Optimization exercise on an open flow, not production practice.
RTL: at most simulated, not proved equivalent.
Power: default activity.

==> design.v <==
`default_nettype none
package cache_pkg;
    localparam int addr_bits   = 32;
    localparam int word_bits   = 32;
    localparam int byte_lanes  = 4;
    localparam int index_bits  = 4;
    localparam int offset_bits = 2;
    localparam int tag_bits    = addr_bits - index_bits - offset_bits;
    localparam int num_lines   = 1 << index_bits;
    typedef enum logic [6:0] {
        op_load  = 7'h03,
        op_store = 7'h23
    } opcode_e;
    typedef enum logic [2:0] {
        acc_byte   = 3'd0,
        acc_half   = 3'd1,
        acc_word   = 3'd2,
        acc_byte_u = 3'd4,
        acc_half_u = 3'd5
    } access_e;
    typedef enum logic [2:0] {
        st_idle,
        st_lookup,
        st_writeback,
        st_refill,
        st_respond
    } cache_state_e;
    typedef struct packed {
        logic                    is_store;
        logic [2:0]              kind;      
        logic [tag_bits-1:0]     tag;
        logic [index_bits-1:0]   index;
        logic [offset_bits-1:0]  offset;
        logic [word_bits-1:0]    wdata;
        logic [byte_lanes-1:0]   be;
    } cache_access_t;
    typedef struct packed {
        logic                    start;
        logic                    we;
        logic [addr_bits-1:0]    addr;
        logic [word_bits-1:0]    wdata;
    } mem_req_t;
    typedef struct packed {
        logic                    en;
        logic [index_bits-1:0]   index;
        logic [byte_lanes-1:0]   be;
        logic [word_bits-1:0]    data;
        logic                    set_valid;
        logic                    set_dirty;
        logic [tag_bits-1:0]     tag;
    } line_wr_t;
endpackage
`default_nettype wire
`timescale 1ns/1ps
`default_nettype none
module cache_top (
    input  logic        clk,
    input  logic        rst_b,
    input  logic        req_valid,
    input  logic [6:0]  req_opcode,
    input  logic [2:0]  req_funct3,
    input  logic [31:0] req_addr,
    input  logic [31:0] req_wdata,
    output logic        ready,
    output logic        resp_valid,
    output logic [31:0] resp_rdata,
    output logic        mem_start,
    output logic        mem_we,
    output logic [31:0] mem_addr,
    output logic [31:0] mem_wdata,
    input  logic        mem_done,
    input  logic [31:0] mem_rdata
);
    localparam int RQN = 8;
    localparam int RQB = 3;
    localparam int MQN = 2;
    localparam int MQB = 1;
    logic           valid_q [16];
    logic           dirty_q [16];
    logic           pend_q  [16];
    logic [RQB-1:0] pseq_q  [16];
    logic [3:0]     pmask_q [16];
    logic [25:0]    tag_q   [16];
    logic [31:0]    data_q  [16];
    typedef struct packed {
        logic        st;       
        logic        st_ok;    
        logic [2:0]  fmt;      
        logic [1:0]  off;
        logic [25:0] tag;
        logic [15:0] oh;       
        logic [3:0]  idx;
        logic [3:0]  be;
        logic [31:0] lane;     
    } req_t;
    logic        a_v, s_v, rdy_q;
    req_t        a_r, s_r, in_r;
    logic [15:0] a_m, s_m, in_m, sk_m;    
    logic in_mem;
    logic go;
    logic a_free;
    assign in_mem = (req_opcode == 7'h03) || (req_opcode == 7'h23);
    assign ready  = rdy_q;
    logic [63:0] in_dbl;
    logic [1:0]  in_o;
    always_comb begin
        in_o       = req_addr[1:0];
        in_dbl     = {req_wdata, req_wdata} << {in_o, 3'b000};
        in_r.st    = req_opcode[5];
        in_r.st_ok = req_opcode[5] && (req_funct3 == 3'd0 || req_funct3 == 3'd1 ||
                                       req_funct3 == 3'd2);
        in_r.fmt   = req_opcode[5] ? 3'd3 : req_funct3;
        in_r.off   = in_o;
        in_r.tag   = req_addr[31:6];
        in_r.idx   = req_addr[5:2];
        in_r.oh    = 16'd1 << req_addr[5:2];
        in_r.lane  = in_dbl[63:32];
        in_r.be    = 4'b0000;
        if (req_opcode[5]) begin
            case (req_funct3)
                3'd0: in_r.be = 4'b0001 << in_o;
                3'd1: begin
                    case (in_o)
                        2'd0:    in_r.be = 4'b0011;
                        2'd1:    in_r.be = 4'b0110;
                        2'd2:    in_r.be = 4'b1100;
                        default: in_r.be = 4'b1001;
                    endcase
                end
                3'd2: begin
                    in_r.be   = 4'b1111;
                    in_r.lane = req_wdata;
                end
                default: in_r.be = 4'b0000;
            endcase
        end
    end
    assign a_free = !a_v || go;
    always_comb begin
        for (int i = 0; i < 16; i++) begin
            if (go && a_r.oh[i]) begin
                in_m[i] = (a_r.tag == in_r.tag);
                sk_m[i] = (a_r.tag == s_r.tag);
            end else begin
                in_m[i] = valid_q[i] && (tag_q[i] == in_r.tag);
                sk_m[i] = s_m[i];
            end
        end
    end
    always_ff @(posedge clk or negedge rst_b) begin
        if (!rst_b) begin
            a_v   <= 1'b0;
            s_v   <= 1'b0;
            rdy_q <= 1'b1;
        end else begin
            if (a_free) begin
                a_v   <= s_v || (req_valid && in_mem);
                s_v   <= 1'b0;
                rdy_q <= 1'b1;
            end else if (!s_v) begin
                s_v   <= req_valid && in_mem;
                rdy_q <= !(req_valid && in_mem);
            end
        end
    end
    always_ff @(posedge clk) begin
        if (a_free) begin
            if (s_v) begin
                a_r <= s_r;
                a_m <= sk_m;
            end else begin
                a_r <= in_r;
                a_m <= in_m;
            end
        end else if (!s_v) begin
            s_r <= in_r;
            s_m <= in_m;
        end
    end
    logic           hit;
    logic           l_valid, l_dirty, l_pend;
    logic [RQB-1:0] l_pseq;
    logic [3:0]     l_pmask;
    logic [25:0]    l_tag;
    logic [31:0]    l_data;
    always_comb begin
        hit     = 1'b0;
        l_valid = 1'b0;
        l_dirty = 1'b0;
        l_pend  = 1'b0;
        l_pseq  = '0;
        l_pmask = '0;
        l_tag   = '0;
        l_data  = '0;
        for (int i = 0; i < 16; i++) begin
            if (a_r.oh[i]) begin
                hit     = hit     | a_m[i];
                l_valid = l_valid | valid_q[i];
                l_dirty = l_dirty | dirty_q[i];
                l_pend  = l_pend  | pend_q[i];
                l_pseq  = l_pseq  | pseq_q[i];
                l_pmask = l_pmask | pmask_q[i];
                l_tag   = l_tag   | tag_q[i];
                l_data  = l_data  | data_q[i];
            end
        end
    end
    logic [RQB:0]   rq_cnt;
    logic [RQB-1:0] rq_hd, rq_tl;
    logic           rq_rdy  [RQN];
    logic [RQB-1:0] rq_wid  [RQN];
    logic [3:0]     rq_mask [RQN];
    logic [31:0]    rq_data [RQN];
    logic [2:0]     rq_fmt  [RQN];
    logic [1:0]     rq_off  [RQN];
    logic           rq_full;
    logic           rq_pop;
    assign rq_full = (rq_cnt == (RQB+1)'(RQN));
    assign rq_pop  = (rq_cnt != '0) && rq_rdy[rq_hd];
    logic [MQB:0]   mq_cnt;
    logic [MQB-1:0] mq_hd, mq_tl;
    logic           mq_wb    [MQN];
    logic           mq_ww    [MQN];    
    logic [RQB-1:0] mq_wid   [MQN];
    logic [3:0]     mq_wmask [MQN];
    logic [25:0]    mq_wtag  [MQN];
    logic [31:0]    mq_wdat  [MQN];
    logic [25:0]    mq_rtag  [MQN];
    logic [3:0]     mq_idx   [MQN];
    logic [RQB-1:0] mq_slot  [MQN];
    logic           mq_full;
    logic           mq_empty;
    assign mq_full  = (mq_cnt == (MQB+1)'(MQN));
    assign mq_empty = (mq_cnt == '0);
    logic           ms_q, mwe_q;
    logic [29:0]    maddr_q;
    logic [31:0]    mwd_q;
    logic [25:0]    c_rtag;
    logic [3:0]     c_idx;
    logic [RQB-1:0] c_slot;
    logic           fill;
    assign fill = ms_q && mem_done && !mwe_q;
    logic        miss_go;
    logic        l_fm;         
    logic        e_pend;       
    logic [31:0] e_data;       
    logic        l_wb;
    assign l_fm   = fill && l_pend && (l_pseq == c_slot);
    assign e_pend = l_pend && !l_fm;
    always_comb begin
        for (int b = 0; b < 4; b++) begin
            e_data[8*b +: 8] = (l_fm && !l_pmask[b]) ? mem_rdata[8*b +: 8] : l_data[8*b +: 8];
        end
    end
    assign go      = a_v && !rq_full && !mq_full;
    assign miss_go = go && !hit;
    assign l_wb    = l_valid && l_dirty;
    logic take;
    logic take_q;       
    logic take_f;       
    logic [31:0] h_wd;
    assign take   = !ms_q || fill;
    assign take_q = take && !mq_empty;
    assign take_f = take && mq_empty && miss_go;
    assign mem_start = ms_q;
    assign mem_we    = mwe_q;
    assign mem_addr  = {maddr_q, 2'b00};
    assign mem_wdata = mwd_q;
    always_comb begin
        for (int b = 0; b < 4; b++) begin
            h_wd[8*b +: 8] = (mq_ww[mq_hd] && !mq_wmask[mq_hd][b]) ? mem_rdata[8*b +: 8]
                                                                   : mq_wdat[mq_hd][8*b +: 8];
        end
    end
    always_ff @(posedge clk or negedge rst_b) begin
        if (!rst_b) begin
            ms_q <= 1'b0;
        end else if (ms_q && mem_done && mwe_q) begin
            ms_q <= 1'b1;
        end else if (take) begin
            ms_q <= take_q || take_f;
        end
    end
    always_ff @(posedge clk) begin
        if (ms_q && mem_done && mwe_q) begin
            mwe_q   <= 1'b0;
            maddr_q <= {c_rtag, c_idx};
        end else if (take_q) begin
            mwe_q   <= mq_wb[mq_hd];
            maddr_q <= mq_wb[mq_hd] ? {mq_wtag[mq_hd], mq_idx[mq_hd]}
                                    : {mq_rtag[mq_hd], mq_idx[mq_hd]};
            mwd_q   <= h_wd;
            c_rtag  <= mq_rtag[mq_hd];
            c_idx   <= mq_idx[mq_hd];
            c_slot  <= mq_slot[mq_hd];
        end else if (take_f) begin
            mwe_q   <= l_wb;
            maddr_q <= l_wb ? {l_tag, a_r.idx} : {a_r.tag, a_r.idx};
            mwd_q   <= e_data;
            c_rtag  <= a_r.tag;
            c_idx   <= a_r.idx;
            c_slot  <= rq_tl;
        end
    end
    logic mq_push;
    assign mq_push = miss_go && !take_f;
    always_ff @(posedge clk or negedge rst_b) begin
        if (!rst_b) begin
            mq_cnt <= '0;
            mq_hd  <= '0;
            mq_tl  <= '0;
        end else begin
            if (mq_push) mq_tl <= mq_tl + 1'b1;
            if (take_q)  mq_hd <= mq_hd + 1'b1;
            mq_cnt <= mq_cnt + (MQB+1)'(mq_push) - (MQB+1)'(take_q);
        end
    end
    always_ff @(posedge clk) begin
        for (int k = 0; k < MQN; k++) begin
            if (go && mq_tl == MQB'(k)) begin
                mq_wb[k]    <= l_wb;
                mq_ww[k]    <= e_pend;
                mq_wid[k]   <= l_pseq;
                mq_wmask[k] <= l_pmask;
                mq_wtag[k]  <= l_tag;
                mq_wdat[k]  <= e_data;
                mq_rtag[k]  <= a_r.tag;
                mq_idx[k]   <= a_r.idx;
                mq_slot[k]  <= rq_tl;
            end else if (fill && mq_ww[k] && mq_wid[k] == c_slot) begin
                mq_ww[k] <= 1'b0;
                for (int b = 0; b < 4; b++) begin
                    if (!mq_wmask[k][b]) mq_wdat[k][8*b +: 8] <= mem_rdata[8*b +: 8];
                end
            end
        end
    end
    always_ff @(posedge clk or negedge rst_b) begin
        if (!rst_b) begin
            for (int i = 0; i < 16; i++) begin
                valid_q[i] <= 1'b0;
                dirty_q[i] <= 1'b0;
                pend_q[i]  <= 1'b0;
            end
        end else begin
            for (int i = 0; i < 16; i++) begin
                if (go && a_r.oh[i]) begin
                    valid_q[i] <= 1'b1;
                    dirty_q[i] <= (hit && dirty_q[i]) || a_r.st_ok;
                end
                if (go && a_r.oh[i] && !hit) begin
                    pend_q[i] <= 1'b1;
                end else if (fill && c_idx == 4'(i) && pseq_q[i] == c_slot) begin
                    pend_q[i] <= 1'b0;
                end
            end
        end
    end
    always_ff @(posedge clk) begin
        for (int i = 0; i < 16; i++) begin
            if (go && a_r.oh[i]) begin
                tag_q[i] <= a_r.tag;
                if (!hit) begin
                    pseq_q[i]  <= rq_tl;
                    pmask_q[i] <= a_r.be;
                end else begin
                    pmask_q[i] <= pmask_q[i] | a_r.be;
                end
            end
            for (int b = 0; b < 4; b++) begin
                if (go && a_r.oh[i] && a_r.be[b]) begin
                    data_q[i][8*b +: 8] <= a_r.lane[8*b +: 8];
                end else if (fill && c_idx == 4'(i) && pend_q[i] && pseq_q[i] == c_slot &&
                             !pmask_q[i][b]) begin
                    data_q[i][8*b +: 8] <= mem_rdata[8*b +: 8];
                end
            end
        end
    end
    always_ff @(posedge clk or negedge rst_b) begin
        if (!rst_b) begin
            rq_cnt <= '0;
            rq_hd  <= '0;
            rq_tl  <= '0;
        end else begin
            if (go)     rq_tl <= rq_tl + 1'b1;
            if (rq_pop) rq_hd <= rq_hd + 1'b1;
            rq_cnt <= rq_cnt + (RQB+1)'(go) - (RQB+1)'(rq_pop);
        end
    end
    always_ff @(posedge clk) begin
        for (int j = 0; j < RQN; j++) begin
            if (go && rq_tl == RQB'(j)) begin
                rq_fmt[j]  <= a_r.fmt;
                rq_off[j]  <= a_r.off;
                rq_data[j] <= e_data;
                if (!hit) begin
                    rq_rdy[j]  <= 1'b0;
                    rq_wid[j]  <= rq_tl;
                    rq_mask[j] <= 4'b0000;
                end else begin
                    rq_rdy[j]  <= a_r.st || !e_pend;
                    rq_wid[j]  <= l_pseq;
                    rq_mask[j] <= l_pmask;
                end
            end else if (fill && !rq_rdy[j] && rq_wid[j] == c_slot) begin
                rq_rdy[j] <= 1'b1;
                for (int b = 0; b < 4; b++) begin
                    if (!rq_mask[j][b]) rq_data[j][8*b +: 8] <= mem_rdata[8*b +: 8];
                end
            end
        end
    end
    logic        rv_q;
    logic [31:0] rd_q;
    logic [31:0] h_data;
    logic [2:0]  h_fmt;
    logic [63:0] h_dbl;
    logic [7:0]  h_b;
    logic [15:0] h_h;
    logic [31:0] h_res;
    assign h_data = rq_data[rq_hd];
    assign h_fmt  = rq_fmt[rq_hd];
    assign h_dbl  = {h_data, h_data} >> {rq_off[rq_hd], 3'b000};
    assign h_b    = h_dbl[7:0];
    assign h_h    = h_dbl[15:0];
    always_comb begin
        case (h_fmt)
            3'd0:    h_res = {{24{h_b[7]}}, h_b};
            3'd1:    h_res = {{16{h_h[15]}}, h_h};
            3'd2:    h_res = h_data;
            3'd4:    h_res = {24'b0, h_b};
            3'd5:    h_res = {16'b0, h_h};
            default: h_res = 32'b0;
        endcase
    end
    always_ff @(posedge clk or negedge rst_b) begin
        if (!rst_b) begin
            rv_q <= 1'b0;
        end else begin
            rv_q <= rq_pop;
        end
    end
    always_ff @(posedge clk) begin
        if (rq_pop) rd_q <= h_res;
    end
    assign resp_valid = rv_q;
    assign resp_rdata = rd_q;
endmodule
`default_nettype wire
==> run.sh <==
#!/bin/bash
# synth_recipe.tcl (not shown) runs the flow's synth.tcl, then flattens the netlist and writes it again
# the make line also repeats each setting of config.mk as NAME=value (left out here)
make -C /OpenROAD-flow-scripts/flow DESIGN_CONFIG=/design/flow/config.mk WORK_HOME=/design/flow/orfs CLKGATE_MAP_FILE= SYNTH_SCRIPT=/design/flow/synth_recipe.tcl finish
==> config.mk <==
export PLATFORM = sky130hd
export DESIGN_NAME = cache_top
export DESIGN_NICKNAME = cache_top
export VERILOG_FILES = /design/flow/design.v
export SDC_FILE = /design/flow/constraint.sdc
export NUM_CORES = 4
export LEC_CHECK = 0
export ABC_CLOCK_PERIOD_IN_PS = 3000
export CAP_MARGIN = 20
export CORE_MARGIN = 2
export CORE_UTILIZATION = 55
export PLACE_DENSITY = 0.7
export SETUP_SLACK_MARGIN = 5
export SLEW_MARGIN = 20
export TNS_END_PERCENT = 100
==> constraint.sdc <==
create_clock -name core_clock -period 10.0 [get_ports {clk}]
set_input_delay 2.0000 -clock core_clock [delete_from_list [all_inputs] [get_ports {clk}]]
set_output_delay 2.0000 -clock core_clock [all_outputs]
set_load 0.01 [all_outputs]
==> impl_metrics.json, run 1 <==
{
  "yosysSeqAreaShare_pct": 62.3,
  "htree_levels": 4,
  "hp-class": "reg -> reg",
  "start_kind": "input port",
  "pin_count": 210,
  "grt_pass1_wl_microns": 454000,
  "synth_cells": 6499,
  "clockRootBuffer": "clkbuf_16",
  "vdd_drop_max_mv": 0.255,
  "min_period_ns": 4.81,
  "period_share_pct": 48.1,
  "routed_wl_microns": 324000,
  "grtUsageTotal_pct": 35.6,
  "n_fill_cell": 13000,
  "clock_latency_ns": 0.89,
  "port_buffers": 207,
  "synthToLayoutAreaGrowth_pct": 11.9,
  "synth_top_flop_cell": "edfxtp_1",
  "die_area_sq_mm": 0.178,
  "finClkSkew_ns": 0.0535,
  "yosysUniqueCellTypes": 79,
  "drv_slew": 0,
  "drc": 0,
  "synthAdderAreaFrac_pct": 0.346,
  "muxShareOfSynthArea_pct": 14.8,
  "synth-compound-area-share_pct": 10.4,
  "grt_antenna_before_repair": 32,
  "synth-simple-area-share_pct": 4.57,
  "max-cap-violations": 0,
  "ctsHoldBuffers": 0,
  "rsz0062_at_grt": "false",
  "critical_path_class": "in -> reg",
  "required_ns": 10.47,
  "routabilityCongestion": 1.02,
  "arrival_ns": 5.28,
  "layout-drive-gt1-share_pct": 24.4,
  "fin_nets": 6766,
  "placed_area_sq_mm": 0.101,
  "r2r_setup_slack_ns": 5.23,
  "p_leak_nw": 36.3,
  "relSlewSlack_pct": 18.0,
  "via_per_inst": 7.04,
  "overflow": 0,
  "clock-sinks": 2005,
  "synthesis.area_sq_mm": 0.0961,
  "p_total_w": 0.0275,
  "grt_pass1_vias": 61800,
  "synth_top_area_cell": "edfxtp_1",
  "dr.pass1.iters": 12,
  "setup_viol": 0,
  "grt_start_max_net_pins": 85,
  "worst_slew_pin_slew_ns": 1.23,
  "synth_edf_count": 1937,
  "initial_core_util_pct": 55.3,
  "power.density_mw_per_mm2": 256,
  "detail_route.wl_per_cell_microns": 35.4,
  "tns_ns": 0,
  "clk_pin_slew_ns": 0.06,
  "synth.top_cell.area_share_pct": 60.5,
  "die_h_microns": 422,
  "hpwl_microns": 211000,
  "ys_async_sr_fraction_pct": 3.34,
  "die_w_microns": 422,
  "outcome": "timing/DRC/antenna clean",
  "synth.avg_cell_area_sq_um": 14.8,
  "tritoncts": "done",
  "dr.first_iter.drc_count": 10900,
  "final_area_sq_mm": 0.108,
  "synth_top_family_by_area": "multiplexers",
  "vias": 64400,
  "postRouteAntennaNets": 0,
  "clk_path_buf_depth": 3,
  "ys_ff_latch": 2005,
  "synth.top_cells.by_area": "edfxtp_1 (61%), mux2_2 (7.9%), mux2_4 (4.9%)",
  "fmax_ghz": 0.208,
  "critPathMaxFanout": 8,
  "synthXorXnorAreaFrac_pct": 5.08,
  "ys_warn_count": 23,
  "coreArea_sq_mm": 0.174,
  "hold_viol": 0,
  "rows": 153,
  "numCtsBuffers": 202,
  "setup.worst_path.end_class": "flop"
}
## cell families after synthesis
logic type                 after synthesis
DFF                                   2005
adders and majority gates               26
muxes                                 1137
xor gates and xnor gates               557
AOI/OAI and AO/OA                     1273
and+or+nand+nor                        893
buffers and inverters                  607
other                                    1
## Yosys cell counts (32+ instances only)
cell,count
xor2_1,70
mux2i_1,115
inv_1,82
edfxtp_1,1937
xnor2_1,486
clkbuf_1,391
a22o_1,277
mux2_2,678
o221ai_1,33
a211oi_1,52
mux2_4,312
nand4_1,179
dfrtp_1,66
nor4_1,33
a21oi_4,39
nand3_1,62
nand2_1,317
mux4_2,32
or3_1,33
a22oi_1,53
nor2_1,138
a222oi_1,41
a221oi_1,256
a21oi_1,121
o21ai_0,197
a21o_1,77
buf_1,87
## per-layer routing
| layer | track usage [%] | routed length, microns | vias up | part of all wire, % |
|---|---|---|---|---|
| li1 | - | - | 25800 | - |
| met1 | 48.3 | 118000 | 32200 | 37 |
| met2 | 51.7 | 139000 | 5374 | 43 |
| met3 | 12.1 | 48700 | 959 | 15 |
| met4 | 16.7 | 17300 | 14 | 5.4 |
| met5 | 0 | 264 | - | 0.081 |
## cells in the final DEF, fill, tap and decap left out, types with 53 or more instances in the layout
cell / netlist / layout
edfxtp_1: 1937 / 1937
mux2_2: 678 / 678
xnor2_1: 486 / 486
nand2_1: 317 / 316
mux2_4: 312 / 312
a22o_1: 277 / 277
a221oi_1: 256 / 256
buf_4: 3 / 210
clkbuf_16: 0 / 202
clkdlybuf4s50_1: 0 / 188
nand4_1: 179 / 179
o21ai_0: 197 / 146
nor2_1: 138 / 138
a21oi_1: 121 / 120
mux2i_1: 115 / 115
inv_1: 82 / 78
a21o_1: 77 / 77
xor2_1: 70 / 70
dfrtp_1: 66 / 63
nand3_1: 62 / 61
a22oi_1: 53 / 53
## power breakdown
part	switching (W)	leakage [nW]	internal (W)
sequential	0.000739	18.6	0.0106
combinational	0.00556	14.5	0.00278
clock	0.00336	3.26	0.00444
total	0.00966	36.3	0.0178
## sequential cells by signal (all words and copies together) (netlist names), 30 cells and up
signal   flops
tag_q      416
pseq_q      48
maddr_q     30
rq_mask     32
a_r         89
data_q     512
s_r         89
mwd_q       32
pmask_q     64
mq_rtag     52
mq_wdat     64
mq_wtag     52
rq_data    256
rd_q        32
## worst paths after layout
| path | from | end | cells past startpoint |
|---|---|---|---|
| max in group asynchronous | rst_b | valid_q[14] | 2 |
| worst max-delay path | mem_done | data_q[9][2] | 6 |
| min in group asynchronous | rst_b | rq_cnt[2] | 1 |
| worst min register to register | a_r[38] | mq_idx[1][2] | 0 |
| worst min-delay path | a_r[38] | mq_idx[1][2] | 0 |
| worst max register to register | a_r[52] | rq_data[2][1] | 11 |
## stage by stage
step / hold WS (ns) / std cells / setup slack (ns) / utilization, %
floorplan: 0.446 / 6500 / 5.15 / -
global placement: 0.452 / 8735 / 4.05 / 57.9
detailed placement: 0.461 / 8738 / 3.96 / 57.9
CTS: 0.474 / 9111 / 5.06 / 61.8
global route: 0.490 / 9135 / 5.06 / 61.9
finish: 0.479 / 9143 / 5.19 / 61.9
## cell type report
| cell class | instances | area [sq um] | area share, % |
|---|---|---|---|
| Antenna cell | 19 | 47.5 | 0.0442 |
| Clock inverter | 115 | 1380 | 1.28 |
| Timing Repair Buffer | 435 | 3780 | 3.51 |
| Tap cell | 2325 | 2910 | 2.70 |
| Multi-Input combinational cell | 3888 | 33900 | 31.5 |
| Sequential cell | 2005 | 59900 | 55.6 |
| Inverter | 98 | 378 | 0.351 |
| Clock buffer | 258 | 5350 | 4.97 |
## timing repair
| item | in CTS | in global routing |
|---|---|---|
| resized for setup | 13 | 6 |
| setup buffers | 0 | 0 |
| setup endpoints to repair | 104 | 184 |
| gates cloned | 0 | 0 |
## worst max-delay path: stages
cell	delay, ns
clkdlybuf4s50_1	0.65
nand3b_1	0.57
nor2_1	0.30
and2_1	0.26
nand3_1	0.58
o21ai_1	0.89
Testbench counts, summed over its fixed seeds: cycles 83,772.
==> run 2, diff against run 1 <==
==> flow/run.sh (new file) <==
#!/bin/bash
# The standard layout (the standard.sh: the standard synthesis, then ORFS
# to the final layout) with timing repair asked to keep a larger setup margin
# than the flow settings allow, so that the layout is pushed past the 10 ns
# clock it is constrained and signed off at. Nothing else changes.
set -euo pipefail
export SETUP_SLACK_MARGIN=${SETUP_SLACK_MARGIN_OVERRIDE:-7}
bash standard.sh > standard_flow.log 2>&1
==> standard.sh (new file) <==
#!/bin/bash
# synth_recipe.tcl (not shown) runs the flow's synth.tcl, then flattens the netlist and writes it again
# the make line also repeats each setting of config.mk as NAME=value (left out here)
make -C /OpenROAD-flow-scripts/flow DESIGN_CONFIG=/design/flow/config.mk WORK_HOME=/design/flow/orfs CLKGATE_MAP_FILE= SYNTH_SCRIPT=/design/flow/synth_recipe.tcl "${@:-finish}"
--- a/config.mk
+++ b/config.mk
@@ -12,3 +12,2 @@
 export PLACE_DENSITY = 0.7
-export SETUP_SLACK_MARGIN = 5
 export SLEW_MARGIN = 20
removed: run.sh
==> impl_metrics.json, run 2 <==
{
  "tritoncts": "done",
  "fin_nets": 7310,
  "initial_core_util_pct": 55.3,
  "regMostFlops": "data_q",
  "required_ns": 8.00,
  "clk_path_buf_depth": 3,
  "synthToLayoutAreaGrowth_pct": 24.9,
  "cp_slowest_cell": "edfxtp_1",
  "layout.cells.non_filler": 9675,
  "via_per_inst": 7.18,
  "synth_cells": 6499,
  "path_buf_inv": 1,
  "routabilityCongestion": 1.04,
  "grt_start_max_net_pins": 66,
  "p_leak_nw": 42.4,
  "max-cap-violations": 0,
  "dr.first_iter.drc_count": 12500,
  "cp_cell_sequence": "buf_2",
  "detail_route.wl_per_cell_microns": 38.5,
  "grt_pass1_wl_microns": 503000,
  "clock-sinks": 2005,
  "ctsHoldBuffers": 0,
  "die_area_sq_mm": 0.178,
  "setup.worst_path.end_class": "output pin",
  "largest_reg_flops": 512,
  "clockRootBuffer": "clkbuf_16",
  "n_fill_cell": 11300,
  "die_w_microns": 422,
  "layout-drive-gt1-share_pct": 40.5,
  "crit_family": "flip-flops",
  "drc": 0,
  "largestRegisters": "data_q (512), tag_q (416), rq_data (256)",
  "port_buffers": 207,
  "die_h_microns": 422,
  "tns_ns": 0,
  "postRouteAntennaNets": 0,
  "ys_async_sr_fraction_pct": 3.34,
  "synth_top_area_cell": "edfxtp_1",
  "synth_edf_count": 1937,
  "dr.pass1.iters": 8,
  "vias": 69500,
  "routed_wl_microns": 372000,
  "grt_antenna_before_repair": 36,
  "vdd_drop_max_mv": 0.225,
  "fmax_ghz": 0.277,
  "min_period_ns": 3.61,
  "setup_viol": 0,
  "rows": 153,
  "grtUsageTotal_pct": 40.1,
  "final_cell_mix": "edfxtp_1 (1937), mux2_2 (660), buf_4 (411), xnor2_1 (357), mux2_4 (330)",
  "clk_pin_slew_ns": 0.06,
  "synth.top_cells.by_area": "edfxtp_1 (61%), mux2_2 (7.9%), mux2_4 (4.9%)",
  "grt_pass1_vias": 65800,
  "start_kind": "flop",
  "critical_path_class": "reg -> out",
  "synth.top_cell.area_share_pct": 60.5,
  "hpwl_microns": 220000,
  "synthesis.area_sq_mm": 0.0961,
  "hold_viol": 0,
  "synth.avg_cell_area_sq_um": 14.8,
  "power.density_mw_per_mm2": 254,
  "hp-class": "reg -> reg",
  "drv_slew": 0,
  "clock_latency_ns": 0.86,
  "numCtsBuffers": 205,
  "rsz0062_at_grt": "true",
  "yosysSeqAreaShare_pct": 62.3,
  "layout_commonest_cell": "edfxtp_1",
  "arrival_ns": 1.61,
  "pin_count": 210,
  "relSlewSlack_pct": 9.02,
  "synth_top_flop_cell": "edfxtp_1",
  "multi_input_area_sq_mm": 0.0392,
  "regArea_sq_mm": 0.0599,
  "netlist_top_cells_count": "edfxtp_1 (1937), mux2_2 (678), xnor2_1 (486)",
  "overflow": 0,
  "coreArea_sq_mm": 0.174,
  "outcome": "timing/DRC/antenna clean",
  "critPathMaxFanout": 2,
  "yosysUniqueCellTypes": 79,
  "worst_slew_pin_slew_ns": 1.35,
  "htree_levels": 4,
  "finClkSkew_ns": 0.0369,
  "ys_warn_count": 23,
  "period_share_pct": 36.1,
  "ys_ff_latch": 2005,
  "placed_cells": 8695,
  "yosysMostFrequentCell": "edfxtp_1",
  "slowest_delay_ns": 0.54
}
-- run 2: changes by cell type in the layout (fill, tap and decap cells not counted), moves of 52 or more --
cell | before | now
a21oi_1 | 120 | 68
buf_12 | 2 | 182
buf_2 | 21 | 123
buf_4 | 210 | 411
buf_6 | 8 | 112
clkdlybuf4s50_1 | 188 | 24
nand2_1 | 316 | 230
o21ai_0 | 146 | 29
o21ai_4 | 1 | 118
xnor2_1 | 486 | 357
xnor2_2 | 1 | 90
-- run 2: path summary, 6_finish.rpt --
path / from / endpoint / slack (ns) / cells past startpoint
min reg2reg: rdy_q / rdy_q / 0.48 / 2
min: rdy_q / rdy_q / 0.48 / 2
max: mwd_q[0] / mem_wdata[0] / 6.39 / 1
max in group asynchronous: rst_b / s_v / 7.73 / 2
max reg2reg: rq_hd[1] / rd_q[17] / 6.64 / 13
min in group asynchronous: rst_b / rq_cnt[1] / 0.98 / 1
-- run 2: repair_timing --
item	in CTS	in global routing
pin swaps	227	158
setup endpoints to repair	2963	1807
gates resized for setup	1210	415
cloned	44	15
buffers inserted	421	117
-- run 2: cell families after synthesis --
| group | Yosys count | synth area share [%] |
|---|---|---|
| flops | 2005 | 62.3 |
| compound gates | 1273 | 10.4 |
| mux | 1137 | 14.8 |
| simple gates | 893 | 4.57 |
| buf+inv | 607 | 2.57 |
| xor+xnor | 557 | 5.08 |
| fa+ha+maj | 26 | 0.346 |
| other cells | 1 | 0.00390 |
-- run 2: cell type report --
| class | count | area share, % |
|---|---|---|
| well taps | 2325 | 2.42 |
| clock buffers | 270 | 4.66 |
| clock inverters | 92 | 0.583 |
| inverters | 98 | 0.472 |
| flip-flops and latches | 2005 | 49.9 |
| repair buffers | 964 | 9.25 |
| diodes | 21 | 0.0438 |
| repair inverters | 4 | 0.0240 |
| multi-input cells | 3896 | 32.7 |
-- run 2: metal layers --
metal,up-vias,share of wire (%),GRT usage [%]
li1,27000,-,-
met1,34900,34,51.3
met2,6205,43,57.3
met3,1410,16,15.9
met4,22,7.2,23.9
met5,-,0.074,0
-- run 2: power breakdown --
group	total (W)	switching (W)	leakage, nW	internal [W]
clock network	0.00745	0.00329	3.07	0.00416
logic	0.0116	0.00714	20.8	0.00451
registers	0.0114	0.000774	18.6	0.0106
-- run 2: stage by stage --
| stage | power [W] | setup slack [ns] | cell area (sq um) | hold slack, ns | utilization [%] |
|---|---|---|---|---|---|
| after global routing | 0.0310 | 6.39 | 120000 | 0.501 | 69.1 |
| after CTS | 0.0289 | 6.40 | 117000 | 0.485 | 67.2 |
| after floorplan | 0.0166 | 5.59 | 98700 | 0.446 | - |
| after detailed placement | 0.0199 | 4.15 | 102000 | 0.466 | 58.7 |
| after global placement | 0.0197 | 4.27 | 102000 | 0.455 | 58.7 |
| final | 0.0305 | 6.39 | 120000 | 0.485 | 69.1 |
==> run 3, diff against run 2 <==
--- a/design.v
+++ b/design.v
@@ -75,4 +75,3 @@
     localparam int RQB = 3;
-    localparam int MQN = 2;
-    localparam int MQB = 1;
+    localparam int MQN = 3;
     logic           valid_q [16];
@@ -95,8 +94,10 @@
     } req_t;
-    logic        a_v, s_v, rdy_q;
-    req_t        a_r, s_r, in_r;
-    logic [15:0] a_m, s_m, in_m, sk_m;    
+    logic        a_v, rdy_q;
+    logic        nrdy_q;       
+    req_t        a_r, in_r;
+    logic [15:0] a_m0, a_m1, in_m0, in_m1;    
     logic in_mem;
     logic go;
-    logic a_free;
+    logic a_v_n;
+    logic rdy_n;
     assign in_mem = (req_opcode == 7'h03) || (req_opcode == 7'h23);
@@ -137,3 +138,2 @@
     end
-    assign a_free = !a_v || go;
     always_comb begin
@@ -141,7 +141,7 @@
             if (go && a_r.oh[i]) begin
-                in_m[i] = (a_r.tag == in_r.tag);
-                sk_m[i] = (a_r.tag == s_r.tag);
+                in_m0[i] = (a_r.tag[12:0] == in_r.tag[12:0]);
+                in_m1[i] = (a_r.tag[25:13] == in_r.tag[25:13]);
             end else begin
-                in_m[i] = valid_q[i] && (tag_q[i] == in_r.tag);
-                sk_m[i] = s_m[i];
+                in_m0[i] = valid_q[i] && (tag_q[i][12:0] == in_r.tag[12:0]);
+                in_m1[i] = (tag_q[i][25:13] == in_r.tag[25:13]);
             end
@@ -149,2 +149,3 @@
     end
+    assign a_v_n = !nrdy_q ? (req_valid && in_mem) : a_v;
     always_ff @(posedge clk or negedge rst_b) begin
@@ -152,13 +153,8 @@
             a_v   <= 1'b0;
-            s_v   <= 1'b0;
-            rdy_q <= 1'b1;
+            rdy_q  <= 1'b0;
+            nrdy_q <= 1'b1;
         end else begin
-            if (a_free) begin
-                a_v   <= s_v || (req_valid && in_mem);
-                s_v   <= 1'b0;
-                rdy_q <= 1'b1;
-            end else if (!s_v) begin
-                s_v   <= req_valid && in_mem;
-                rdy_q <= !(req_valid && in_mem);
-            end
+            a_v   <= a_v_n;
+            rdy_q  <= rdy_n;
+            nrdy_q <= !rdy_n;
         end
@@ -166,13 +162,6 @@
     always_ff @(posedge clk) begin
-        if (a_free) begin
-            if (s_v) begin
-                a_r <= s_r;
-                a_m <= sk_m;
-            end else begin
-                a_r <= in_r;
-                a_m <= in_m;
-            end
-        end else if (!s_v) begin
-            s_r <= in_r;
-            s_m <= in_m;
+        if (!nrdy_q) begin
+            a_r <= in_r;
+            a_m0 <= in_m0;
+            a_m1 <= in_m1;
         end
@@ -196,3 +185,3 @@
             if (a_r.oh[i]) begin
-                hit     = hit     | a_m[i];
+                hit     = hit     | (a_m0[i] & a_m1[i]);
                 l_valid = l_valid | valid_q[i];
@@ -208,3 +197,4 @@
     logic [RQB:0]   rq_cnt;
-    logic [RQB-1:0] rq_hd, rq_tl;
+    logic [RQB-1:0] rq_tl;
+    logic [RQN-1:0] rq_hoh, rq_toh;    
     logic           rq_rdy  [RQN];
@@ -215,8 +205,12 @@
     logic [1:0]     rq_off  [RQN];
-    logic           rq_full;
     logic           rq_pop;
-    assign rq_full = (rq_cnt == (RQB+1)'(RQN));
-    assign rq_pop  = (rq_cnt != '0) && rq_rdy[rq_hd];
-    logic [MQB:0]   mq_cnt;
-    logic [MQB-1:0] mq_hd, mq_tl;
+    logic           h_rdy;
+    always_comb begin
+        h_rdy = 1'b0;
+        for (int j = 0; j < RQN; j++) h_rdy = h_rdy | (rq_hoh[j] & rq_rdy[j]);
+    end
+    assign rq_pop  = (rq_cnt != '0) && h_rdy;
+    logic [1:0]     mq_cnt;
+    logic [MQN-1:0] mq_hoh, mq_toh;    
+    logic [MQN-1:0] mq_noh;            
     logic           mq_wb    [MQN];
@@ -230,10 +224,35 @@
     logic [RQB-1:0] mq_slot  [MQN];
-    logic           mq_full;
-    logic           mq_empty;
-    assign mq_full  = (mq_cnt == (MQB+1)'(MQN));
-    assign mq_empty = (mq_cnt == '0);
-    logic           ms_q, mwe_q;
+    assign mq_noh = {mq_hoh[MQN-2:0], mq_hoh[MQN-1]};
+    logic           hd_wb, nx_wb, nx_ww;
+    logic [25:0]    hd_wtag, hd_rtag, nx_wtag, nx_rtag;
+    logic [3:0]     hd_idx, nx_idx, nx_wmask;
+    logic [31:0]    hd_wdat, nx_wdat;
+    logic [RQB-1:0] hd_slot;
+    always_comb begin
+        hd_wb = 1'b0; hd_wtag = '0; hd_rtag = '0; hd_idx = '0; hd_wdat = '0; hd_slot = '0;
+        nx_wb = 1'b0; nx_ww = 1'b0; nx_wtag = '0; nx_rtag = '0; nx_idx = '0; nx_wdat = '0;
+        nx_wmask = '0;
+        for (int k = 0; k < MQN; k++) begin
+            if (mq_hoh[k]) begin
+                hd_wb   = hd_wb   | mq_wb[k];
+                hd_wtag = hd_wtag | mq_wtag[k];
+                hd_rtag = hd_rtag | mq_rtag[k];
+                hd_idx  = hd_idx  | mq_idx[k];
+                hd_wdat = hd_wdat | mq_wdat[k];
+                hd_slot = hd_slot | mq_slot[k];
+            end
+            if (mq_noh[k]) begin
+                nx_wb    = nx_wb    | mq_wb[k];
+                nx_ww    = nx_ww    | mq_ww[k];
+                nx_wtag  = nx_wtag  | mq_wtag[k];
+                nx_rtag  = nx_rtag  | mq_rtag[k];
+                nx_idx   = nx_idx   | mq_idx[k];
+                nx_wdat  = nx_wdat  | mq_wdat[k];
+                nx_wmask = nx_wmask | mq_wmask[k];
+            end
+        end
+    end
+    logic           ms_q, mwe_q, wbd_q;
     logic [29:0]    maddr_q;
     logic [31:0]    mwd_q;
-    logic [25:0]    c_rtag;
     logic [3:0]     c_idx;
@@ -241,3 +260,5 @@
     logic           fill;
-    assign fill = ms_q && mem_done && !mwe_q;
+    assign c_idx  = hd_idx;
+    assign c_slot = hd_slot;
+    assign fill   = ms_q && mem_done && !mwe_q;
     logic        miss_go;
@@ -254,12 +275,14 @@
     end
-    assign go      = a_v && !rq_full && !mq_full;
+    assign go      = a_v && !nrdy_q;
     assign miss_go = go && !hit;
     assign l_wb    = l_valid && l_dirty;
-    logic take;
-    logic take_q;       
-    logic take_f;       
-    logic [31:0] h_wd;
-    assign take   = !ms_q || fill;
-    assign take_q = take && !mq_empty;
-    assign take_f = take && mq_empty && miss_go;
+    logic        use_hd;       
+    logic        use_nx;       
+    logic        use_f;        
+    logic        hd_we_n;
+    logic [31:0] nx_wd;
+    assign use_hd  = ms_q && !fill;
+    assign use_nx  = fill && mq_cnt[1];
+    assign use_f   = (!ms_q || (fill && !mq_cnt[1])) && miss_go;
+    assign hd_we_n = hd_wb && !wbd_q && !mem_done;
     assign mem_start = ms_q;
@@ -270,4 +293,3 @@
         for (int b = 0; b < 4; b++) begin
-            h_wd[8*b +: 8] = (mq_ww[mq_hd] && !mq_wmask[mq_hd][b]) ? mem_rdata[8*b +: 8]
-                                                                   : mq_wdat[mq_hd][8*b +: 8];
+            nx_wd[8*b +: 8] = (nx_ww && !nx_wmask[b]) ? mem_rdata[8*b +: 8] : nx_wdat[8*b +: 8];
         end
@@ -276,7 +298,11 @@
         if (!rst_b) begin
-            ms_q <= 1'b0;
-        end else if (ms_q && mem_done && mwe_q) begin
-            ms_q <= 1'b1;
-        end else if (take) begin
-            ms_q <= take_q || take_f;
+            ms_q  <= 1'b0;
+            wbd_q <= 1'b0;
+        end else begin
+            ms_q <= use_hd || use_nx || use_f;
+            if (!use_hd) begin
+                wbd_q <= 1'b0;
+            end else if (mem_done) begin
+                wbd_q <= 1'b1;
+            end
         end
@@ -284,14 +310,11 @@
     always_ff @(posedge clk) begin
-        if (ms_q && mem_done && mwe_q) begin
-            mwe_q   <= 1'b0;
-            maddr_q <= {c_rtag, c_idx};
-        end else if (take_q) begin
-            mwe_q   <= mq_wb[mq_hd];
-            maddr_q <= mq_wb[mq_hd] ? {mq_wtag[mq_hd], mq_idx[mq_hd]}
-                                    : {mq_rtag[mq_hd], mq_idx[mq_hd]};
-            mwd_q   <= h_wd;
-            c_rtag  <= mq_rtag[mq_hd];
-            c_idx   <= mq_idx[mq_hd];
-            c_slot  <= mq_slot[mq_hd];
-        end else if (take_f) begin
+        if (use_hd) begin
+            mwe_q   <= hd_we_n;
+            maddr_q <= hd_we_n ? {hd_wtag, hd_idx} : {hd_rtag, hd_idx};
+            mwd_q   <= hd_wdat;
+        end else if (use_nx) begin
+            mwe_q   <= nx_wb;
+            maddr_q <= nx_wb ? {nx_wtag, nx_idx} : {nx_rtag, nx_idx};
+            mwd_q   <= nx_wd;
+        end else begin
             mwe_q   <= l_wb;
@@ -299,9 +322,4 @@
             mwd_q   <= e_data;
-            c_rtag  <= a_r.tag;
-            c_idx   <= a_r.idx;
-            c_slot  <= rq_tl;
         end
     end
-    logic mq_push;
-    assign mq_push = miss_go && !take_f;
     always_ff @(posedge clk or negedge rst_b) begin
@@ -309,8 +327,8 @@
             mq_cnt <= '0;
-            mq_hd  <= '0;
-            mq_tl  <= '0;
+            mq_hoh <= MQN'(1);
+            mq_toh <= MQN'(1);
         end else begin
-            if (mq_push) mq_tl <= mq_tl + 1'b1;
-            if (take_q)  mq_hd <= mq_hd + 1'b1;
-            mq_cnt <= mq_cnt + (MQB+1)'(mq_push) - (MQB+1)'(take_q);
+            if (miss_go) mq_toh <= {mq_toh[MQN-2:0], mq_toh[MQN-1]};
+            if (fill)    mq_hoh <= mq_noh;
+            mq_cnt <= mq_cnt + 2'(miss_go) - 2'(fill);
         end
@@ -319,3 +337,3 @@
         for (int k = 0; k < MQN; k++) begin
-            if (go && mq_tl == MQB'(k)) begin
+            if (go && mq_toh[k]) begin
                 mq_wb[k]    <= l_wb;
@@ -379,2 +397,8 @@
     end
+    logic [RQB:0] rq_cnt_n;
+    assign rq_cnt_n = rq_cnt + (RQB+1)'(go) - (RQB+1)'(rq_pop);
+    logic rq_full_n, mq_full_n;
+    assign rq_full_n = !rq_pop && ((rq_cnt == (RQB+1)'(RQN)) || (rq_cnt == (RQB+1)'(RQN-1) && go));
+    assign mq_full_n = !fill && ((mq_cnt == 2'(MQN)) || (mq_cnt == 2'(MQN-1) && miss_go));
+    assign rdy_n     = !a_v_n || (!rq_full_n && !mq_full_n);
     always_ff @(posedge clk or negedge rst_b) begin
@@ -382,8 +406,14 @@
             rq_cnt <= '0;
-            rq_hd  <= '0;
             rq_tl  <= '0;
+            rq_hoh <= RQN'(1);
+            rq_toh <= RQN'(1);
         end else begin
-            if (go)     rq_tl <= rq_tl + 1'b1;
-            if (rq_pop) rq_hd <= rq_hd + 1'b1;
-            rq_cnt <= rq_cnt + (RQB+1)'(go) - (RQB+1)'(rq_pop);
+            if (go) begin
+                rq_tl  <= rq_tl + 1'b1;
+                rq_toh <= {rq_toh[RQN-2:0], rq_toh[RQN-1]};
+            end
+            if (rq_pop) begin
+                rq_hoh <= {rq_hoh[RQN-2:0], rq_hoh[RQN-1]};
+            end
+            rq_cnt <= rq_cnt_n;
         end
@@ -392,3 +422,3 @@
         for (int j = 0; j < RQN; j++) begin
-            if (go && rq_tl == RQB'(j)) begin
+            if (go && rq_toh[j]) begin
                 rq_fmt[j]  <= a_r.fmt;
@@ -421,5 +451,16 @@
     logic [31:0] h_res;
-    assign h_data = rq_data[rq_hd];
-    assign h_fmt  = rq_fmt[rq_hd];
-    assign h_dbl  = {h_data, h_data} >> {rq_off[rq_hd], 3'b000};
+    logic [1:0]  h_off;
+    always_comb begin
+        h_data = '0;
+        h_fmt  = '0;
+        h_off  = '0;
+        for (int j = 0; j < RQN; j++) begin
+            if (rq_hoh[j]) begin
+                h_data = h_data | rq_data[j];
+                h_fmt  = h_fmt  | rq_fmt[j];
+                h_off  = h_off  | rq_off[j];
+            end
+        end
+    end
+    assign h_dbl  = {h_data, h_data} >> {h_off, 3'b000};
     assign h_b    = h_dbl[7:0];
@@ -444,3 +485,3 @@
     always_ff @(posedge clk) begin
-        if (rq_pop) rd_q <= h_res;
+        rd_q <= h_res;
     end
==> impl_metrics.json, run 3 <==
{
  "dpl_worst_slack_ns": 4.49,
  "start_kind": "flop",
  "grtUsageTotal_pct": 37.3,
  "overflow": 0,
  "synthesis.area_sq_mm": 0.0939,
  "setup.worst_path.end_class": "flop",
  "arrival_ns": 4.03,
  "required_ns": 10.60,
  "largest_reg_flops": 512,
  "dr.first_iter.drc_count": 11500,
  "vias": 66800,
  "initial_core_util_pct": 55.4,
  "rsz0062_at_grt": "true",
  "crit_family": "buffers and inverters",
  "port_buffers": 207,
  "setup_viol": 0,
  "via_per_inst": 7.22,
  "slowest_delay_ns": 0.41,
  "postRouteAntennaNets": 0,
  "fin_ws_ns": 6.57,
  "clk_pin_slew_ns": 0.06,
  "p_total_w": 0.0185,
  "rows": 151,
  "routabilityCongestion": 0.950,
  "clockRootBuffer": "clkbuf_16",
  "yosysUniqueCellTypes": 66,
  "fmax_ghz": 0.292,
  "cp_slowest_cell": "edfxtp_1",
  "coreArea_sq_mm": 0.169,
  "synth.top_cells.by_area": "edfxtp_1 (58%), mux2_2 (10%), xnor2_1 (2.9%)",
  "dr.pass1.iters": 8,
  "cp_cell_sequence": "buf_6 -> buf_6 -> buf_12 -> buf_12 -> buf_12 -> a22o_1 -> a221oi_2 -> and4_4 -> xnor2_4 -> nand4_1 -> buf_12 -> buf_16 -> nand2_8 -> mux2_4",
  "final_cell_mix": "edfxtp_1 (1821), mux2_2 (506), mux2_4 (436), buf_4 (288), xnor2_1 (285)",
  "synth_cells": 6449,
  "switchingPower_w": 0.00442,
  "largestRegisters": "data_q (512), tag_q (416), rq_data (256)",
  "worst_slew_pin_slew_ns": 1.20,
  "path_buf_inv": 7,
  "drc": 0,
  "layout_commonest_cell": "edfxtp_1",
  "synth_top_area_cell": "edfxtp_1",
  "final_core_util_pct": 67.8,
  "ys_warn_count": 23,
  "die_h_microns": 417,
  "outcome": "timing/DRC/antenna clean",
  "pin_count": 210,
  "ys_async_sr_fraction_pct": 4.25,
  "path_common_cell": "buf_12",
  "synth.avg_cell_area_sq_um": 14.6,
  "clock-sinks": 2001,
  "die_area_sq_mm": 0.174,
  "p_leak_nw": 41.6,
  "hpwl_microns": 201000,
  "synthToLayoutAreaGrowth_pct": 22.5,
  "yosysMostFrequentCell": "edfxtp_1",
  "critical_path_class": "reg -> reg",
  "seq_power_share_pct": 50.9,
  "grt_pass1_vias": 63600,
  "regMostFlops": "data_q",
  "max-cap-violations": 0,
  "power.density_mw_per_mm2": 161,
  "detail_route.wl_per_cell_microns": 36.3,
  "hp-class": "reg -> reg",
  "min_period_ns": 3.43,
  "layout-drive-gt1-share_pct": 35.7,
  "synth.top_cell.area_share_pct": 58.2,
  "internal_power_w": 0.0141,
  "fin_nets": 6964,
  "routed_wl_microns": 336000,
  "regArea_sq_mm": 0.0588,
  "netlist_top_cells_count": "edfxtp_1 (1821), mux2_2 (862), clkbuf_1 (404)",
  "die_w_microns": 417,
  "period_share_pct": 34.3,
  "drv_slew": 0,
  "htree_levels": 4,
  "clock_latency_ns": 0.87,
  "hold_viol": 0,
  "vdd_drop_max_mv": 0.162,
  "multi_input_area_sq_mm": 0.0381,
  "critPathMaxFanout": 8,
  "switching_share_pct": 23.8,
  "clk_path_buf_depth": 3,
  "numCtsBuffers": 203,
  "combPwrFrac_pct": 8.2,
  "grt_pass1_wl_microns": 466000,
  "ys_ff_latch": 2001,
  "yosysSeqAreaShare_pct": 62.5,
  "relSlewSlack_pct": 19.7,
  "n_fill_cell": 11200,
  "grt_antenna_before_repair": 31,
  "grt_start_max_net_pins": 80,
  "clkPwrFrac_pct": 40.8,
  "tritoncts": "done",
  "synth_edf_count": 1821,
  "synth_top_flop_cell": "edfxtp_1",
  "tns_ns": 0,
  "finClkSkew_ns": 0.0379
}
==> run 3: changes by cell type after synthesis, moves of 116 or more <==
cell	delta
mux2_2	+184
mux2_4	-232
xnor2_1	-176
xor2_1	+149
edfxtp_1	-116
a22oi_1	+138
==> run 3: kinds of logic after synthesis <==
group	Yosys count	share of synthesized area (%)
other	1	0.00399
adders and majority gates	16	0.221
and+or+nand+nor	848	4.72
buffers and inverters	614	2.79
DFF	2001	62.5
muxes	1059	13.3
xor gates and xnor gates	532	4.99
AOI/OAI and AO/OA	1378	11.4
==> run 3: final cells by class <==
cell class                      instances  area share, %
Inverter                               56          0.465
Tap cell                             2218           2.41
Timing Repair Buffer                  736           7.15
Antenna cell                           20         0.0435
Sequential cell                      2001           51.2
Multi-Input combinational cell       3840           33.1
Clock inverter                         85          0.583
Clock buffer                          295           5.06
==> run 3: repair_timing <==
action	4_1_cts	5_1_grt
setup buffers	302	64
pin swaps	195	157
hold buffers	0	0
endpoints found under the hold margin	0	0
gates cloned	19	4
resized for setup	1156	296
endpoints found under the setup margin	2960	1436
==> run 3: worst register-to-register path, delay by kind of cell, from the launching register on <==
family / cells / cell delay [ns]
AO/OA/AOI/OAI: 2 / 0.41
XOR/XNOR: 1 / 0.17
multiplexers: 1 / 0.33
buffers and inverters: 7 / 1.05
AND/OR/NAND/NOR: 3 / 0.76
flip-flops: 1 / 0.41
==> run 3: power groups by stage <==
stage          clock [W]  combinational [W]  sequential, W
3_3_place_gp           0            0.00124        0.00959
3_5_place_dp           0            0.00127        0.00959
6_report         0.00756            0.00153        0.00944
4_1_cts          0.00755            0.00141        0.00942
2_1_floorplan          0           0.000744        0.00949
5_1_grt          0.00786            0.00156        0.00943
==> run 3: routing by layer <==
| layer | wire (microns) | up-vias | GRT usage, % |
|---|---|---|---|
| met3 | 46900 | 991 | 10.2 |
| met1 | 124000 | 33700 | 51.3 |
| met5 | 38 | - | 0 |
| li1 | - | 26500 | - |
| met4 | 19000 | 6 | 18.7 |
| met2 | 146000 | 5588 | 54.6 |
==> run 3: path summary, 6_finish.rpt <==
kind	from	end	slack, ns	depth (start not counted)
worst max-delay path	a_r[54]	rq_data[1][12]	6.57	14
worst min-delay path	rq_toh[0]	rq_toh[0]	0.50	2
worst max register to register	a_r[54]	rq_data[1][12]	6.57	14
worst min register to register	rq_toh[0]	rq_toh[0]	0.50	2
max in group asynchronous	rst_b	mq_hoh[2]	7.53	2
min in group asynchronous	rst_b	ms_q	1.11	1
==> run 3: per-stage QoR <==
step                      cell area (sq um)  std cells  hold slack [ns]
final                                115000       9251            0.504
after CTS                            113000       9163            0.494
after detailed placement             100000       8462            0.472
after global routing                 115000       9249            0.517
after floorplan                       97200       6450            0.447
after global placement               100000       8460            0.458
Testbench counts of run 3, summed over its fixed seeds: cycles 83,747.
==> run 4, diff against run 3 <==
--- a/design.v
+++ b/design.v
@@ -229,3 +229,3 @@
     logic [31:0]    hd_wdat, nx_wdat;
-    logic [RQB-1:0] hd_slot;
+    logic [RQB-1:0] hd_slot, nx_slot;
     always_comb begin
@@ -234,2 +234,3 @@
         nx_wmask = '0;
+        nx_slot  = '0;
         for (int k = 0; k < MQN; k++) begin
@@ -251,2 +252,3 @@
                 nx_wmask = nx_wmask | mq_wmask[k];
+                nx_slot  = nx_slot  | mq_slot[k];
             end
@@ -261,3 +263,2 @@
     assign c_idx  = hd_idx;
-    assign c_slot = hd_slot;
     assign fill   = ms_q && mem_done && !mwe_q;
@@ -268,3 +269,12 @@
     logic        l_wb;
-    assign l_fm   = fill && l_pend && (l_pseq == c_slot);
+    logic [15:0] pm;
+    logic        l_pm;
+    always_comb begin
+        l_pm = 1'b0;
+        for (int i = 0; i < 16; i++) begin
+            pm[i] = pend_q[i] && (pseq_q[i] == c_slot);
+            l_pm  = l_pm | (a_r.oh[i] & pm[i]);
+        end
+    end
+    assign l_fm   = fill && l_pm;
     assign e_pend = l_pend && !l_fm;
@@ -324,2 +334,9 @@
     end
+    always_ff @(posedge clk) begin
+        if (fill) begin
+            c_slot <= mq_cnt[1] ? nx_slot : rq_tl;
+        end else if (mq_cnt == 2'd0) begin
+            c_slot <= rq_tl;
+        end
+    end
     always_ff @(posedge clk or negedge rst_b) begin
@@ -370,3 +387,3 @@
                     pend_q[i] <= 1'b1;
-                end else if (fill && c_idx == 4'(i) && pseq_q[i] == c_slot) begin
+                end else if (fill && c_idx == 4'(i) && pm[i]) begin
                     pend_q[i] <= 1'b0;
@@ -390,4 +407,3 @@
                     data_q[i][8*b +: 8] <= a_r.lane[8*b +: 8];
-                end else if (fill && c_idx == 4'(i) && pend_q[i] && pseq_q[i] == c_slot &&
-                             !pmask_q[i][b]) begin
+                end else if (fill && c_idx == 4'(i) && pm[i] && !pmask_q[i][b]) begin
                     data_q[i][8*b +: 8] <= mem_rdata[8*b +: 8];
==> impl_metrics.json, run 4 <==
{
  "setup.worst_path.end_class": "output pin",
  "layout-drive-gt1-share_pct": 34.7,
  "cp_slowest_cell": "dfrtp_2",
  "start_kind": "flop",
  "die_h_microns": 417,
  "switching_share_pct": 24.2,
  "min-delay-start": "rq_toh[0]",
  "rsz0062_at_grt": "true",
  "clockRootBuffer": "clkbuf_16",
  "die_area_sq_mm": 0.174,
  "worst_slew_pin_slew_ns": 1.21,
  "p_leak_nw": 39.9,
  "yosysMostFrequentCell": "edfxtp_1",
  "critPathMaxFanout": 2,
  "die_w_microns": 417,
  "synth.top_cells.by_area": "edfxtp_1 (58%), mux2_2 (11%), xnor2_1 (2.9%)",
  "synth_top_flop_cell": "edfxtp_1",
  "combPwrFrac_pct": 9.4,
  "pin_count": 210,
  "hold_viol": 0,
  "hold_depth": 2,
  "drc": 0,
  "largest_reg_flops": 512,
  "numCtsBuffers": 200,
  "final_cell_mix": "edfxtp_1 (1824), mux2_2 (767), xnor2_1 (284), a221oi_1 (284), a22o_1 (268)",
  "timing.rr.start": "c_slot[1]",
  "synth_cells": 6437,
  "synth_edf_count": 1824,
  "grt_pass1_wl_microns": 465000,
  "ys_ff_latch": 2004,
  "synth.avg_cell_area_sq_um": 14.6,
  "placed_area_sq_mm": 0.0996,
  "final_area_sq_mm": 0.113,
  "postRouteAntennaNets": 0,
  "synthToLayoutAreaGrowth_pct": 20.7,
  "path_buf_inv": 1,
  "synth.top_cell.area_share_pct": 58.5,
  "internal_power_w": 0.0142,
  "seq_power_share_pct": 50.6,
  "ys_async_sr_fraction_pct": 4.24,
  "routed_wl_microns": 337000,
  "ff2ff_path_depth": 10,
  "coreArea_sq_mm": 0.169,
  "period_share_pct": 34.2,
  "initial_core_util_pct": 55.3,
  "dr.pass1.iters": 13,
  "largestRegisters": "data_q (512), tag_q (416), rq_data (256)",
  "slowest_delay_ns": 0.43,
  "max-cap-violations": 0,
  "grtUsageTotal_pct": 37.3,
  "grt_pass1_vias": 63300,
  "synth_top_area_cell": "edfxtp_1",
  "drv_slew": 0,
  "arrival_ns": 1.42,
  "finClkSkew_ns": 0.0319,
  "required_ns": 8.00,
  "clk_pin_slew_ns": 0.06,
  "via_per_inst": 7.26,
  "vias": 66500,
  "port_buffers": 207,
  "routabilityCongestion": 0.955,
  "setup_viol": 0,
  "hp-class": "reg -> reg",
  "netlist_top_cells_count": "edfxtp_1 (1824), mux2_2 (878), clkbuf_1 (439)",
  "relSlewSlack_pct": 19.2,
  "grt_start_max_net_pins": 77,
  "regMostFlops": "data_q",
  "fmax_ghz": 0.293,
  "critPathLaunch": "ms_q",
  "grt_antenna_before_repair": 16,
  "outcome": "timing/DRC/antenna clean",
  "yosysSeqAreaShare_pct": 62.8,
  "dr.first_iter.drc_count": 11700,
  "layout_commonest_cell": "edfxtp_1",
  "htree_levels": 4,
  "overflow": 0,
  "vdd_drop_max_mv": 0.141,
  "yosysUniqueCellTypes": 71,
  "clk_path_buf_depth": 3,
  "clock_latency_ns": 0.87,
  "clkPwrFrac_pct": 40.0,
  "power.density_mw_per_mm2": 166,
  "detail_route.wl_per_cell_microns": 36.8,
  "tns_ns": 0,
  "hpwl_microns": 201000,
  "fin_nets": 6882,
  "rows": 151,
  "min_period_ns": 3.42,
  "synthesis.area_sq_mm": 0.0937,
  "switchingPower_w": 0.00455,
  "clock-sinks": 2004,
  "ys_warn_count": 23,
  "crit_family": "flip-flops",
  "tritoncts": "done",
  "critical_path_class": "reg -> out",
  "cp_cell_sequence": "buf_6",
  "ctsHoldBuffers": 0,
  "crit_cells": 1
}
run 4: changes by cell type after synthesis, sizes merged, moves of 17 or more:
cell,change
o21ai,-53
buf,-32
and4,-17
a22oi,+17
nand4,+22
o22a,-23
o211ai,+24
clkbuf,+35
o221ai,+34
run 4: repair_timing:
item                       in CTS  in global routing
pin swaps                     133                110
setup buffers                 240                 65
resized for setup             985                288
gates cloned                   24                 15
setup endpoints to repair    3021               1697
run 4: kinds of logic (layout without fill, tap and decap cells):
group	count (synthesis)	in the layout	synth area share [%]
other	1	11	0.00400
adder cells (fa/ha/maj)	16	16	0.222
XOR/XNOR	529	529	4.95
buffers and inverters	621	1108	2.67
AND/OR/NAND/NOR	848	851	4.71
multiplexers	1066	1066	13.3
flip-flops	2004	2004	62.8
AO/OA/AOI/OAI	1352	1352	11.3
run 4: worst min-delay path: stages, from the launching register on:
cell and delay (ns):
dfstp_2 0.38, nand2_1 0.06, nand2_1 0.05
run 4: final timing paths:
kind | to | slack [ns]
max reg2reg | mq_wdat[2][17] | 6.86
max in group asynchronous | mq_hoh[1] | 7.65
min | rq_toh[0] | 0.49
min reg2reg | rq_toh[0] | 0.49
min in group asynchronous | rdy_q | 1.09
max | mem_start | 6.58
run 4: layer usage:
layer | vias up | wire, microns | track usage [%]
met5 | - | 26 | 0
met4 | 4 | 18500 | 16.6
met3 | 1018 | 48800 | 9.95
met2 | 5756 | 148000 | 55.7
met1 | 33300 | 122000 | 51.6
li1 | 26400 | - | -
run 4: metrics by stage:
step	hold WS [ns]	setup slack, ns	utilization (%)	std cells	power (W)
after detailed placement	0.471	4.36	58.8	8428	0.0110
after floorplan	0.456	6.19	-	6438	0.0104
after global routing	0.508	6.54	66.8	9153	0.0191
after CTS	0.481	6.55	65.5	9066	0.0186
after global placement	0.466	4.43	58.8	8426	0.0110
final	0.487	6.58	66.8	9155	0.0188
run 4: power groups by stage:
| stage | clock network, W | registers, W | logic (W) |
|---|---|---|---|
| 2_1_floorplan | 0 | 0.00951 | 0.000877 |
| 3_3_place_gp | 0 | 0.00964 | 0.00137 |
| 3_5_place_dp | 0 | 0.00964 | 0.00140 |
| 4_1_cts | 0.00749 | 0.00948 | 0.00162 |
| 5_1_grt | 0.00781 | 0.00949 | 0.00181 |
| 6_report | 0.00751 | 0.00949 | 0.00177 |
run 4: final cells by class:
class | instances | area (sq um)
Sequential cell | 2004 | 59000
Fill cell | 11500 | 56200
Multi-Input combinational cell | 3816 | 36500
Timing Repair Buffer | 671 | 7870
Clock buffer | 257 | 5400
Tap cell | 2218 | 2780
Clock inverter | 117 | 1010
Inverter | 60 | 548
Timing Repair inverter | 3 | 26.3
Antenna cell | 9 | 22.5
Testbench counts of run 4, summed over its fixed seeds: cycles 83,747.
==> run 5, diff against run 4 <==
--- a/design.v
+++ b/design.v
@@ -257,2 +257,3 @@
     logic           ms_q, mwe_q, wbd_q;
+    logic           idle_q, nwe_q;    
     logic [29:0]    maddr_q;
@@ -263,3 +264,3 @@
     assign c_idx  = hd_idx;
-    assign fill   = ms_q && mem_done && !mwe_q;
+    assign fill   = !idle_q && mem_done && nwe_q;
     logic        miss_go;
@@ -293,5 +294,5 @@
     logic [31:0] nx_wd;
-    assign use_hd  = ms_q && !fill;
+    assign use_hd  = !idle_q && !fill;
     assign use_nx  = fill && mq_cnt[1];
-    assign use_f   = (!ms_q || (fill && !mq_cnt[1])) && miss_go;
+    assign use_f   = (idle_q || (fill && !mq_cnt[1])) && miss_go;
     assign hd_we_n = hd_wb && !wbd_q && !mem_done;
@@ -308,6 +309,8 @@
         if (!rst_b) begin
-            ms_q  <= 1'b0;
-            wbd_q <= 1'b0;
+            ms_q   <= 1'b0;
+            idle_q <= 1'b1;
+            wbd_q  <= 1'b0;
         end else begin
-            ms_q <= use_hd || use_nx || use_f;
+            ms_q   <= use_hd || use_nx || use_f;
+            idle_q <= !(use_hd || use_nx || use_f);
             if (!use_hd) begin
@@ -322,2 +325,3 @@
             mwe_q   <= hd_we_n;
+            nwe_q   <= !hd_we_n;
             maddr_q <= hd_we_n ? {hd_wtag, hd_idx} : {hd_rtag, hd_idx};
@@ -326,2 +330,3 @@
             mwe_q   <= nx_wb;
+            nwe_q   <= !nx_wb;
             maddr_q <= nx_wb ? {nx_wtag, nx_idx} : {nx_rtag, nx_idx};
@@ -330,2 +335,3 @@
             mwe_q   <= l_wb;
+            nwe_q   <= !l_wb;
             maddr_q <= l_wb ? {l_tag, a_r.idx} : {a_r.tag, a_r.idx};
==> impl_metrics.json, run 5 <==
{
  "largest_reg_flops": 512,
  "synthesis.area_sq_mm": 0.0953,
  "drc": 0,
  "synth_top_area_cell": "edfxtp_1",
  "ys_warn_count": 23,
  "outcome": "timing/DRC/antenna clean",
  "tritoncts": "done",
  "cp_cell_sequence": "buf_6",
  "hold_viol": 0,
  "grtUsageTotal_pct": 39.9,
  "grt_antenna_before_repair": 20,
  "finClkSkew_ns": 0.0378,
  "vias": 73300,
  "clk_pin_slew_ns": 0.06,
  "htree_levels": 4,
  "cp_slowest_cell": "dfxtp_4",
  "yosysMostFrequentCell": "edfxtp_1",
  "postRouteAntennaNets": 0,
  "synth.avg_cell_area_sq_um": 13.6,
  "max-cap-violations": 0,
  "final_core_util_pct": 68.2,
  "layout-drive-gt1-share_pct": 32.6,
  "power.density_mw_per_mm2": 166,
  "die_h_microns": 420,
  "required_ns": 8.00,
  "slowest_delay_ns": 0.42,
  "dr.first_iter.drc_count": 14000,
  "ys_ff_latch": 2006,
  "routed_wl_microns": 372000,
  "relSlewSlack_pct": 27.7,
  "fmax_ghz": 0.291,
  "synthToLayoutAreaGrowth_pct": 23.1,
  "layout_commonest_cell": "edfxtp_1",
  "pin_count": 210,
  "clockRootBuffer": "clkbuf_16",
  "path_buf_inv": 1,
  "synth_edf_count": 1824,
  "synth_top_flop_cell": "edfxtp_1",
  "synth_cells": 6998,
  "period_share_pct": 34.3,
  "via_per_inst": 7.41,
  "worst_slew_pin_slew_ns": 1.08,
  "final_cell_mix": "edfxtp_1 (1824), mux2_2 (542), nand2_1 (499), buf_4 (326), a22o_1 (265)",
  "synth.top_cell.area_share_pct": 57.5,
  "regMostFlops": "data_q",
  "critical_path_class": "reg -> out",
  "hold_end": "rq_toh[0]",
  "grt_pass1_wl_microns": 501000,
  "clock-sinks": 2006,
  "routabilityCongestion": 0.957,
  "setup.worst_path.end_class": "output pin",
  "hold_depth": 2,
  "hpwl_microns": 208000,
  "coreArea_sq_mm": 0.172,
  "vdd_drop_max_mv": 0.132,
  "clock_latency_ns": 0.89,
  "setup_viol": 0,
  "start_kind": "flop",
  "tns_ns": 0,
  "synth.top_cells.by_area": "edfxtp_1 (57%), mux2_2 (6.6%), xnor2_1 (2.7%)",
  "drv_slew": 0,
  "crit_family": "flip-flops",
  "fin_nets": 7518,
  "detail_route.wl_per_cell_microns": 37.5,
  "clk_path_buf_depth": 3,
  "ys_async_sr_fraction_pct": 4.29,
  "rsz0062_at_grt": "true",
  "rows": 152,
  "timing.rr.start": "a_r[55]",
  "overflow": 0,
  "p_leak_nw": 41.1,
  "r2r_setup_slack_ns": 6.85,
  "min-delay-start": "rq_toh[0]",
  "grt_start_max_net_pins": 97,
  "arrival_ns": 1.43,
  "grt_pass1_vias": 68800,
  "die_area_sq_mm": 0.177,
  "netlist_top_cells_count": "edfxtp_1 (1824), nand2_1 (596), mux2_2 (558)",
  "initial_core_util_pct": 55.4,
  "largestRegisters": "data_q (512), tag_q (416), rq_data (256)",
  "dr.pass1.iters": 10,
  "yosysSeqAreaShare_pct": 61.8,
  "n_fill_cell": 11600,
  "port_buffers": 207,
  "r2r_end": "rq_data[3][15]",
  "numCtsBuffers": 206,
  "yosysUniqueCellTypes": 66,
  "hp-class": "reg -> reg",
  "ff2ff_path_depth": 11,
  "die_w_microns": 420,
  "min_period_ns": 3.43,
  "critPathMaxFanout": 1
}
==> run 5: changes by cell type in the layout (fill, tap and decap cells not counted), sizes merged, moves of 27 or more <==
cell    delta
nor4      +43
buf      +140
o21ai     +30
clkbuf    +29
o31ai    +383
or3       +27
nor2b     +29
o211ai    -33
nand2    +231
a21oi     +72
a31oi     +41
o221ai    -59
mux2     -384
nor2      +78
==> run 5: cell families after synthesis <==
family	synth area share, %
AOI/OAI and AO/OA	15.1
xor gates and xnor gates	4.86
adders and majority gates	0.218
buffers and inverters	3.32
DFF	61.8
muxes	8.14
other	0.00394
and+or+nand+nor	6.54
==> run 5: metal layers <==
metal,GRT usage (%),vias to the layer above,routed length (microns)
li1,-,28600,-
met1,52.5,36200,126000
met2,59.0,6916,159000
met3,12.0,1538,59500
met4,22.4,8,27200
met5,0,-,54
==> run 5: area by class of cell <==
cell class	instances	area [sq um]	area share, %
Clock buffer	276	5710	4.87
Tap cell	2310	2890	2.46
Inverter	46	395	0.337
Timing Repair Buffer	848	10300	8.77
Clock inverter	113	863	0.736
Timing Repair inverter	4	41.3	0.0352
Antenna cell	15	37.5	0.0320
Sequential cell	2006	59000	50.3
Multi-Input combinational cell	4280	38100	32.4
==> run 5: worst max path at each step <==
stage,startpoint,endpoint,depth (start not counted)
finish,mwd_q[10],mem_wdata[10],1
global route,maddr_q[2],mem_addr[4],1
CTS,mwd_q[8],mem_wdata[8],1
detailed placement,mem_done,data_q[12][0],7
global placement,mem_done,data_q[8][16],7
floorplan,nrdy_q,mq_idx[1][0],8
==> run 5: timing repair <==
item	4_1_cts	5_1_grt
gates cloned	26	30
resized for setup	1072	324
setup buffers	325	104
endpoints found under the setup margin	2963	1612
hold buffers	0	0
pin swaps	192	134
==> run 5: report_power, final <==
part | internal, W | total (W) | switching, W | leakage [nW]
sequential | 0.00931 | 0.00959 | 0.000277 | 18.4
combinational | 0.000917 | 0.00224 | 0.00132 | 19.5
clock | 0.00424 | 0.00764 | 0.00340 | 3.21
==> run 5: stage by stage <==
stage	area, sq um	hold WS [ns]	total power, W	worst slack [ns]	cells
floorplan	98300	0.439	0.0106	5.53	6999
global placement	101000	0.467	0.0114	4.37	9007
detailed placement	101000	0.471	0.0114	4.37	9009
CTS	114000	0.481	0.0191	6.55	9749
global route	117000	0.498	0.0198	6.54	9891
finish	117000	0.487	0.0195	6.57	9898
Testbench counts of run 5, summed over its fixed seeds: cycles 83,747.
